Background: an optimization exercise with open tools, aiming at small area and a short achievable clock period. Do not read the settings as production practice.
The RTL was checked by simulation tests, not by an equivalence proof against the original design.
Power and IR drop assume default switching activity.

## run a
Design cache_tag_check, start of the top module:
module cache_tag_check #(
    parameter int  WAYS  = 4,
    parameter int  SETS  = 16,
    parameter int  TAG_W = 20,
    localparam int WAY_W = (WAYS > 1) ? $clog2(WAYS) : 1,
    localparam int IDX_W = $clog2(SETS)
) (
    input  logic             clk,
    input  logic             rst,
    input  logic             lkp_valid,
    input  logic [IDX_W-1:0] lkp_index,
    input  logic [TAG_W-1:0] lkp_tag,
    output logic             lkp_ready,
    output logic             rsp_valid,
    output logic             rsp_hit,
    output logic [WAY_W-1:0] rsp_way,
    input  logic             fill_valid,
    input  logic [IDX_W-1:0] fill_index,
    input  logic [TAG_W-1:0] fill_tag,
    output logic             fill_done,
    output logic [WAY_W-1:0] fill_way,
    input  logic             flush,
    output logic             busy,
    output logic             err
);
Size: ~1400 flip-flops, roughly 63 I/O pins, about 59000 sq um of cells after synthesis.
export LEC_CHECK = 0
export ABC_CLOCK_PERIOD_IN_PS = 4500
export CAP_MARGIN = 20
export CORE_MARGIN = 2
export CORE_UTILIZATION = 35
export CTS_CLUSTER_DIAMETER = 80
export CTS_CLUSTER_SIZE = 25
export SETUP_SLACK_MARGIN = 2.5
export SLEW_MARGIN = 20
export SYNTH_HIERARCHICAL = 1
create_clock -name core_clock -period 5.5 [get_ports {clk}]
run.sh (not shown) runs the stock make flow with config.mk's settings and CLKGATE_MAP_FILE= SYNTH_SCRIPT=/design/flow/synth_recipe.tcl, a recipe that flattens the netlist after the stock synthesis.
Changes in run b relative to run a:
- a deleted CTS_CLUSTER_DIAMETER that had been 80
- a deleted CTS_CLUSTER_SIZE that had been 25
==> summary.txt <==
Per-cell routed wire length shrinks slightly when moving from run a to run b.
Leakage power delta for run b relative to run a: about 5% higher
Fmax was lower in run a than in run b.
From run b to run a, synthesized net count did not move at all.
Number of buffers and inverters on the critical path (lower): run b
Comparing run b and run a, the lower share of final layout cell area taken by clock buffers and inverters was measured on run a.
From run b to run a, mean area per synthesized cell did not move at all.
Run a reports its slowest stage cell on the critical path as sky130_fd_sc_hd__o31ai_1 while run b reports sky130_fd_sc_hd__nand4_1.
Summary of the comparison: clock share of power is higher in run b, relative to run a.
Compared with run a, run b shows a higher power.
Higher fraction of area in registers among run b and run a: run a


The RTL this note starts from:
==> flow/design.v <==
module cache_tag_check #(
    parameter int  WAYS  = 4,
    parameter int  SETS  = 16,
    parameter int  TAG_W = 20,
    localparam int WAY_W = (WAYS > 1) ? $clog2(WAYS) : 1,
    localparam int IDX_W = $clog2(SETS)
) (
    input  logic             clk,
    input  logic             rst,
    input  logic             lkp_valid,
    input  logic [IDX_W-1:0] lkp_index,
    input  logic [TAG_W-1:0] lkp_tag,
    output logic             lkp_ready,
    output logic             rsp_valid,
    output logic             rsp_hit,
    output logic [WAY_W-1:0] rsp_way,
    input  logic             fill_valid,
    input  logic [IDX_W-1:0] fill_index,
    input  logic [TAG_W-1:0] fill_tag,
    output logic             fill_done,
    output logic [WAY_W-1:0] fill_way,
    input  logic             flush,
    output logic             busy,
    output logic             err
);
    logic                         busy_q;
    logic [IDX_W-1:0]             fcnt_q;
    logic [SETS-1:0][WAYS-1:0]    vld_q;
    logic [SETS-1:0][WAY_W-1:0]   ptr_q;
    logic [TAG_W-1:0]             tag_mem [SETS][WAYS];
    logic                         lkp_acc, fill_acc;
    logic                         l_v_q, f_v_q;
    logic [WAYS-1:0]              l_hitv_q, f_match_q, f_inv_q;
    logic [WAY_W-1:0]             f_ptr_q, f_alt_q;
    logic [IDX_W-1:0]             f_idx_q;
    logic [SETS-1:0]              f_sel_q;   
    logic [TAG_W-1:0]             f_tag_q;
    logic [WAY_W-1:0]             victim;
    logic                         ptr_adv;
    assign lkp_ready = ~busy_q;
    assign busy      = busy_q;
    assign err       = 1'b0;
    assign lkp_acc   = lkp_valid  & ~busy_q & ~flush;
    assign fill_acc  = fill_valid & ~busy_q & ~flush;
    logic [SETS-1:0]              l_seln, f_seln;
    logic [TAG_W-1:0]             l_mm [WAYS];
    logic [TAG_W-1:0]             f_mm [WAYS];
    logic [WAYS-1:0]              l_vrd, f_vrd;
    logic [WAY_W-1:0]             f_prd;
    always_comb begin
        for (int s = 0; s < SETS; s++) begin
            l_seln[s] = (lkp_index != IDX_W'(s));
            f_seln[s] = (fill_index != IDX_W'(s));
        end
        l_vrd = '0;
        f_vrd = '0;
        f_prd = '0;
        for (int s = 0; s < SETS; s++) begin
            l_vrd = l_vrd | ({WAYS{~l_seln[s]}} & vld_q[s]);
            f_vrd = f_vrd | ({WAYS{~f_seln[s]}} & vld_q[s]);
            f_prd = f_prd | ({WAY_W{~f_seln[s]}} & ptr_q[s]);
        end
    end
    for (genvar w = 0; w < WAYS; w++) begin : g_rd
        logic [SETS-1:0] l_wseln, f_wseln;
        ctc_dec #(.IDX_W(IDX_W), .SETS(SETS)) u_ld (.idx(lkp_index), .seln(l_wseln));
        ctc_dec #(.IDX_W(IDX_W), .SETS(SETS)) u_fd (.idx(fill_index), .seln(f_wseln));
        for (genvar b = 0; b < TAG_W; b++) begin : g_bit
            ctc_cmp_bit #(.SETS(SETS)) u_l (
                .seln(l_wseln), .t(lkp_tag[b]), .mm(l_mm[w][b]),
                .d({tag_mem[15][w][b], tag_mem[14][w][b], tag_mem[13][w][b], tag_mem[12][w][b],
                    tag_mem[11][w][b], tag_mem[10][w][b], tag_mem[9][w][b],  tag_mem[8][w][b],
                    tag_mem[7][w][b],  tag_mem[6][w][b],  tag_mem[5][w][b],  tag_mem[4][w][b],
                    tag_mem[3][w][b],  tag_mem[2][w][b],  tag_mem[1][w][b],  tag_mem[0][w][b]}));
            ctc_cmp_bit #(.SETS(SETS)) u_f (
                .seln(f_wseln), .t(fill_tag[b]), .mm(f_mm[w][b]),
                .d({tag_mem[15][w][b], tag_mem[14][w][b], tag_mem[13][w][b], tag_mem[12][w][b],
                    tag_mem[11][w][b], tag_mem[10][w][b], tag_mem[9][w][b],  tag_mem[8][w][b],
                    tag_mem[7][w][b],  tag_mem[6][w][b],  tag_mem[5][w][b],  tag_mem[4][w][b],
                    tag_mem[3][w][b],  tag_mem[2][w][b],  tag_mem[1][w][b],  tag_mem[0][w][b]}));
        end
    end
    logic                         l_byp, f_byp, l_peq, f_peq;
    logic [WAYS-1:0]              l_hitv, f_match, f_inv;
    logic                         l_take;    
    assign l_take = lkp_acc & ~rst;
    logic [WAY_W-1:0]             f_ptr, f_alt;
    assign l_byp = f_v_q && (f_idx_q == lkp_index);
    assign f_byp = f_v_q && (f_idx_q == fill_index);
    assign l_peq = (f_tag_q == lkp_tag);
    assign f_peq = (f_tag_q == fill_tag);
    for (genvar w = 0; w < WAYS; w++) begin : g_way
        logic l_pw, f_pw;
        assign l_pw       = l_byp && (victim == WAY_W'(w));
        assign f_pw       = f_byp && (victim == WAY_W'(w));
        logic [TAG_W/2-1:0] l_g, f_g;
        for (genvar k = 0; k < TAG_W / 2; k++) begin : g_grp
            ctc_nor2 u_lg (.a(l_mm[w][2*k]), .b(l_mm[w][2*k+1]), .y(l_g[k]));
            ctc_nor2 u_fg (.a(f_mm[w][2*k]), .b(f_mm[w][2*k+1]), .y(f_g[k]));
        end
        ctc_hit #(.N(TAG_W / 2)) u_lh (.g(l_g), .c(l_take & l_vrd[w] & ~l_pw),
                                       .h(l_take & l_pw & l_peq),
                                       .y(l_hitv[w]));
        ctc_hit #(.N(TAG_W / 2)) u_fh (.g(f_g), .c(f_vrd[w] & ~f_pw), .h(f_pw & f_peq),
                                       .y(f_match[w]));
        assign f_inv[w]   = ~f_pw & ~f_vrd[w];
    end
    assign f_ptr = f_prd + WAY_W'(f_byp & ptr_adv);
    always_comb begin
        f_alt = f_ptr;
        for (int w = WAYS - 1; w >= 0; w--) begin
            if (f_inv[w]) f_alt = WAY_W'(w);
        end
    end
    always_ff @(posedge clk) begin
        if (rst) begin
            l_v_q <= 1'b0;
            f_v_q <= 1'b0;
        end else begin
            l_v_q <= lkp_acc;
            f_v_q <= fill_acc;
        end
        l_hitv_q  <= l_hitv;
        f_match_q <= f_match;
        f_inv_q   <= f_inv;
        f_ptr_q   <= f_ptr;
        f_alt_q   <= f_alt;
        f_idx_q   <= fill_index;
        f_sel_q   <= ~f_seln;
        f_tag_q   <= fill_tag;
    end
    logic [WAY_W-1:0]             hit_way;
    assign hit_way[1] = ~l_hitv_q[0] & ~l_hitv_q[1] & (l_hitv_q[2] | l_hitv_q[3]);
    assign hit_way[0] = ~l_hitv_q[0] & (l_hitv_q[1] | (~l_hitv_q[2] & l_hitv_q[3]));
    assign rsp_valid = l_v_q;
    assign rsp_hit   = |l_hitv_q;
    assign rsp_way   = hit_way;
    always_comb begin
        victim = f_alt_q;
        for (int w = WAYS - 1; w >= 0; w--) begin
            if (f_match_q[w]) victim = WAY_W'(w);
        end
    end
    assign ptr_adv = ~|f_inv_q & ~|f_match_q;
    assign fill_done = f_v_q;
    assign fill_way  = victim;
    always_ff @(posedge clk) begin
        if (rst) begin
            busy_q <= 1'b0;
            fcnt_q <= '0;
        end else if (busy_q) begin
            fcnt_q <= fcnt_q + IDX_W'(1);
            if (fcnt_q == IDX_W'(SETS - 1)) busy_q <= 1'b0;
        end else if (flush) begin
            busy_q <= 1'b1;
        end
    end
    always_ff @(posedge clk) begin
        if (rst) begin
            vld_q <= '0;
            ptr_q <= '0;
        end else begin
            for (int s = 0; s < SETS; s++) begin
                if (f_v_q && f_sel_q[s]) begin
                    vld_q[s][victim] <= 1'b1;
                    if (ptr_adv) ptr_q[s] <= f_ptr_q + WAY_W'(1);
                end
            end
            if (~busy_q & flush) vld_q <= '0;
        end
    end
    always_ff @(posedge clk) begin
        for (int s = 0; s < SETS; s++) begin
            for (int w = 0; w < WAYS; w++) begin
                if (f_v_q && f_sel_q[s] && victim == WAY_W'(w)) tag_mem[s][w] <= f_tag_q;
            end
        end
    end
endmodule
module ctc_dec #(
    parameter int IDX_W = 4,
    parameter int SETS  = 16
) (
    input  logic [IDX_W-1:0] idx,
    output logic [SETS-1:0]  seln
);
    logic [3:0] lo, hi;
    ctc_pre u_lo (.i(idx[1:0]), .y(lo));
    ctc_pre u_hi (.i(idx[3:2]), .y(hi));
    for (genvar s = 0; s < SETS; s++) begin : g_s
        ctc_nand2 u_n (.a(lo[s % 4]), .b(hi[s / 4]), .y(seln[s]));
    end
endmodule
module ctc_pre (input logic [1:0] i, output logic [3:0] y);
    always_comb begin
        for (int j = 0; j < 4; j++) y[j] = (i == 2'(j));
    end
endmodule
module ctc_nand2 (input logic a, b, output logic y);
    assign y = ~(a & b);
endmodule
module ctc_cmp_bit #(
    parameter int SETS = 16
) (
    input  logic [SETS-1:0] seln,
    input  logic [SETS-1:0] d,
    input  logic            t,
    output logic            mm
);
    logic [SETS/2-1:0] o;
    for (genvar k = 0; k < SETS / 2; k++) begin : g_pair
        ctc_o22ai u_o (.a1(d[2*k]), .a2(seln[2*k]), .b1(d[2*k+1]), .b2(seln[2*k+1]), .y(o[k]));
    end
    logic [SETS/4-1:0] a;
    logic              rdn;
    for (genvar j = 0; j < SETS / 4; j++) begin : g_quad
        ctc_nor2 u_a (.a(o[2*j]), .b(o[2*j+1]), .y(a[j]));
    end
    ctc_nand4 u_r (.a(a[0]), .b(a[1]), .c(a[2]), .d(a[3]), .y(rdn));
    ctc_xnor2 u_x (.a(rdn), .b(t), .y(mm));
endmodule
module ctc_o22ai (input logic a1, a2, b1, b2, output logic y);
    assign y = ~((a1 | a2) & (b1 | b2));
endmodule
module ctc_nor2 (input logic a, b, output logic y);
    assign y = ~(a | b);
endmodule
module ctc_nand4 (input logic a, b, c, d, output logic y);
    assign y = ~(a & b & c & d);
endmodule
module ctc_xnor2 (input logic a, b, output logic y);
    assign y = ~(a ^ b);
endmodule
module ctc_hit #(
    parameter int N = 10
) (
    input  logic [N-1:0] g,
    input  logic         c,
    input  logic         h,
    output logic         y
);
    assign y = (&g & c) | h;
endmodule
make LEC_CHECK=0 ABC_CLOCK_PERIOD_IN_PS=4500 CAP_MARGIN=20 CORE_MARGIN=2 CORE_UTILIZATION=35 CTS_CLUSTER_DIAMETER=100 CTS_CLUSTER_SIZE=20 PLACE_DENSITY=0.75 SETUP_SLACK_MARGIN=2.9 SLEW_MARGIN=20 SYNTH_HIERARCHICAL=1 finish   # period 5.5 ns
Then changed:
Settings changed: CTS_CLUSTER_DIAMETER 100 to 80, CTS_CLUSTER_SIZE 20 to 25.
After rerunning:
- The new run passed the timing, DRC and antenna checks
- global-route usage goes up by 0.14 points
- total power goes down by 0.51%
- utilization hardly moves
- hold slack is about the same
- cell count goes down by 0.30%


cache_tag_check, a different RTL version from the one above (not shown whole).
For scale: ~4700 cells after synthesis, about 1400 flip-flops, roughly 63 I/O pins, about 60000 um^2 of cells after synthesis.
clock: 5.5 ns
lec_check: 0
abc_clock_period_in_ps: 4500
cap_margin: 20
core_margin: 2
core_utilization: 35
cts_cluster_diameter: 80
cts_cluster_size: 25
place_density: 0.85
setup_slack_margin: 2.8
slew_margin: 20
synth_hierarchical: 1
The first run finished clean.
Change:
PLACE_DENSITY = 0.75   (was 0.85)
SETUP_SLACK_MARGIN = 2.9   (was 2.8)
Outcome: The changed run went through all stages and came out clean; worst hold slack stays flat; clock power barely changes; area after synthesis stays the same; wire length came out higher by 5.5%; synthesized cell count is unchanged; final cell count increases by 1.3%; count of clock-buffer cells in the layout shrinks by 14; fmax came out higher by 8.9%; cell area went up by 3.8%; total power rises by 1.3%.
Change:
SETUP_SLACK_MARGIN = 2.5   (was 2.9)
The changed run produced a clean layout. Count of clock-buffer cells in the layout stays the same. Global-route usage is lower by 1.2 points. Maximum frequency went down by 6.2%. Sequential share of layout area goes up by 3.5 points. Non-clock buffer count shrinks by 70. Core utilization falls by 2.5 points. Clock power rises by about 2%. Worst hold slack degrades by 3.3 ps.

[port drivers added, routing unchanged]
How much do the figures lean on ideal ports? The routed layouts below were timed once more, with nothing changed but the port constraints. Step 1 (the two cells are an assumption about what drives the block):
set clk [get_ports {clk}]
set_driving_cell -lib_cell sky130_fd_sc_hd__clkbuf_16 $clk
set_driving_cell -lib_cell sky130_fd_sc_hd__buf_2 [delete_from_list [all_inputs] $clk]
Step 2 also shifts input and output timing later by t, the mid clock arrival at the registers, as if the neighbouring blocks saw the same clock. a / b / c = ideal ports / drivers / drivers and shift; a / b = the first two.
| run | shift t [ns] | setup WS [ns] | worst setup path after step 2 | slew at the worst register clock pin (ns) |
|---|---|---|---|---|
| run a | 0.814 | 2.231 / 2.244 / 1.430 | input to register | 0.11 / 0.11 |
| run b | 0.892 | 2.289 / 2.248 / 1.356 | input to register | 0.07 / 0.07 |
| the first run of note 2 | 0.794 | 2.640 / 2.570 / 1.860 | input to register | 0.10 / 0.10 |
| the second run of note 2 | 0.785 | 2.607 / 2.528 / 1.877 | input to register | 0.11 / 0.11 |
| the first run of note 3 | 0.773 | 2.375 / 2.223 / 1.450 | input to register | 0.11 / 0.11 |
| the second run of note 3 | 0.811 | 2.631 / 2.478 / 1.667 | input to register | 0.11 / 0.11 |
| the third run of note 3 | 0.758 | 2.441 / 2.429 / 1.675 | input to register | 0.10 / 0.10 |
After both steps setup and hold are still met in every run listed. For the second run of note 3, which loses most, drivers alone change the setup slack by -0.153 ns; drivers and shift together by -0.964 ns.
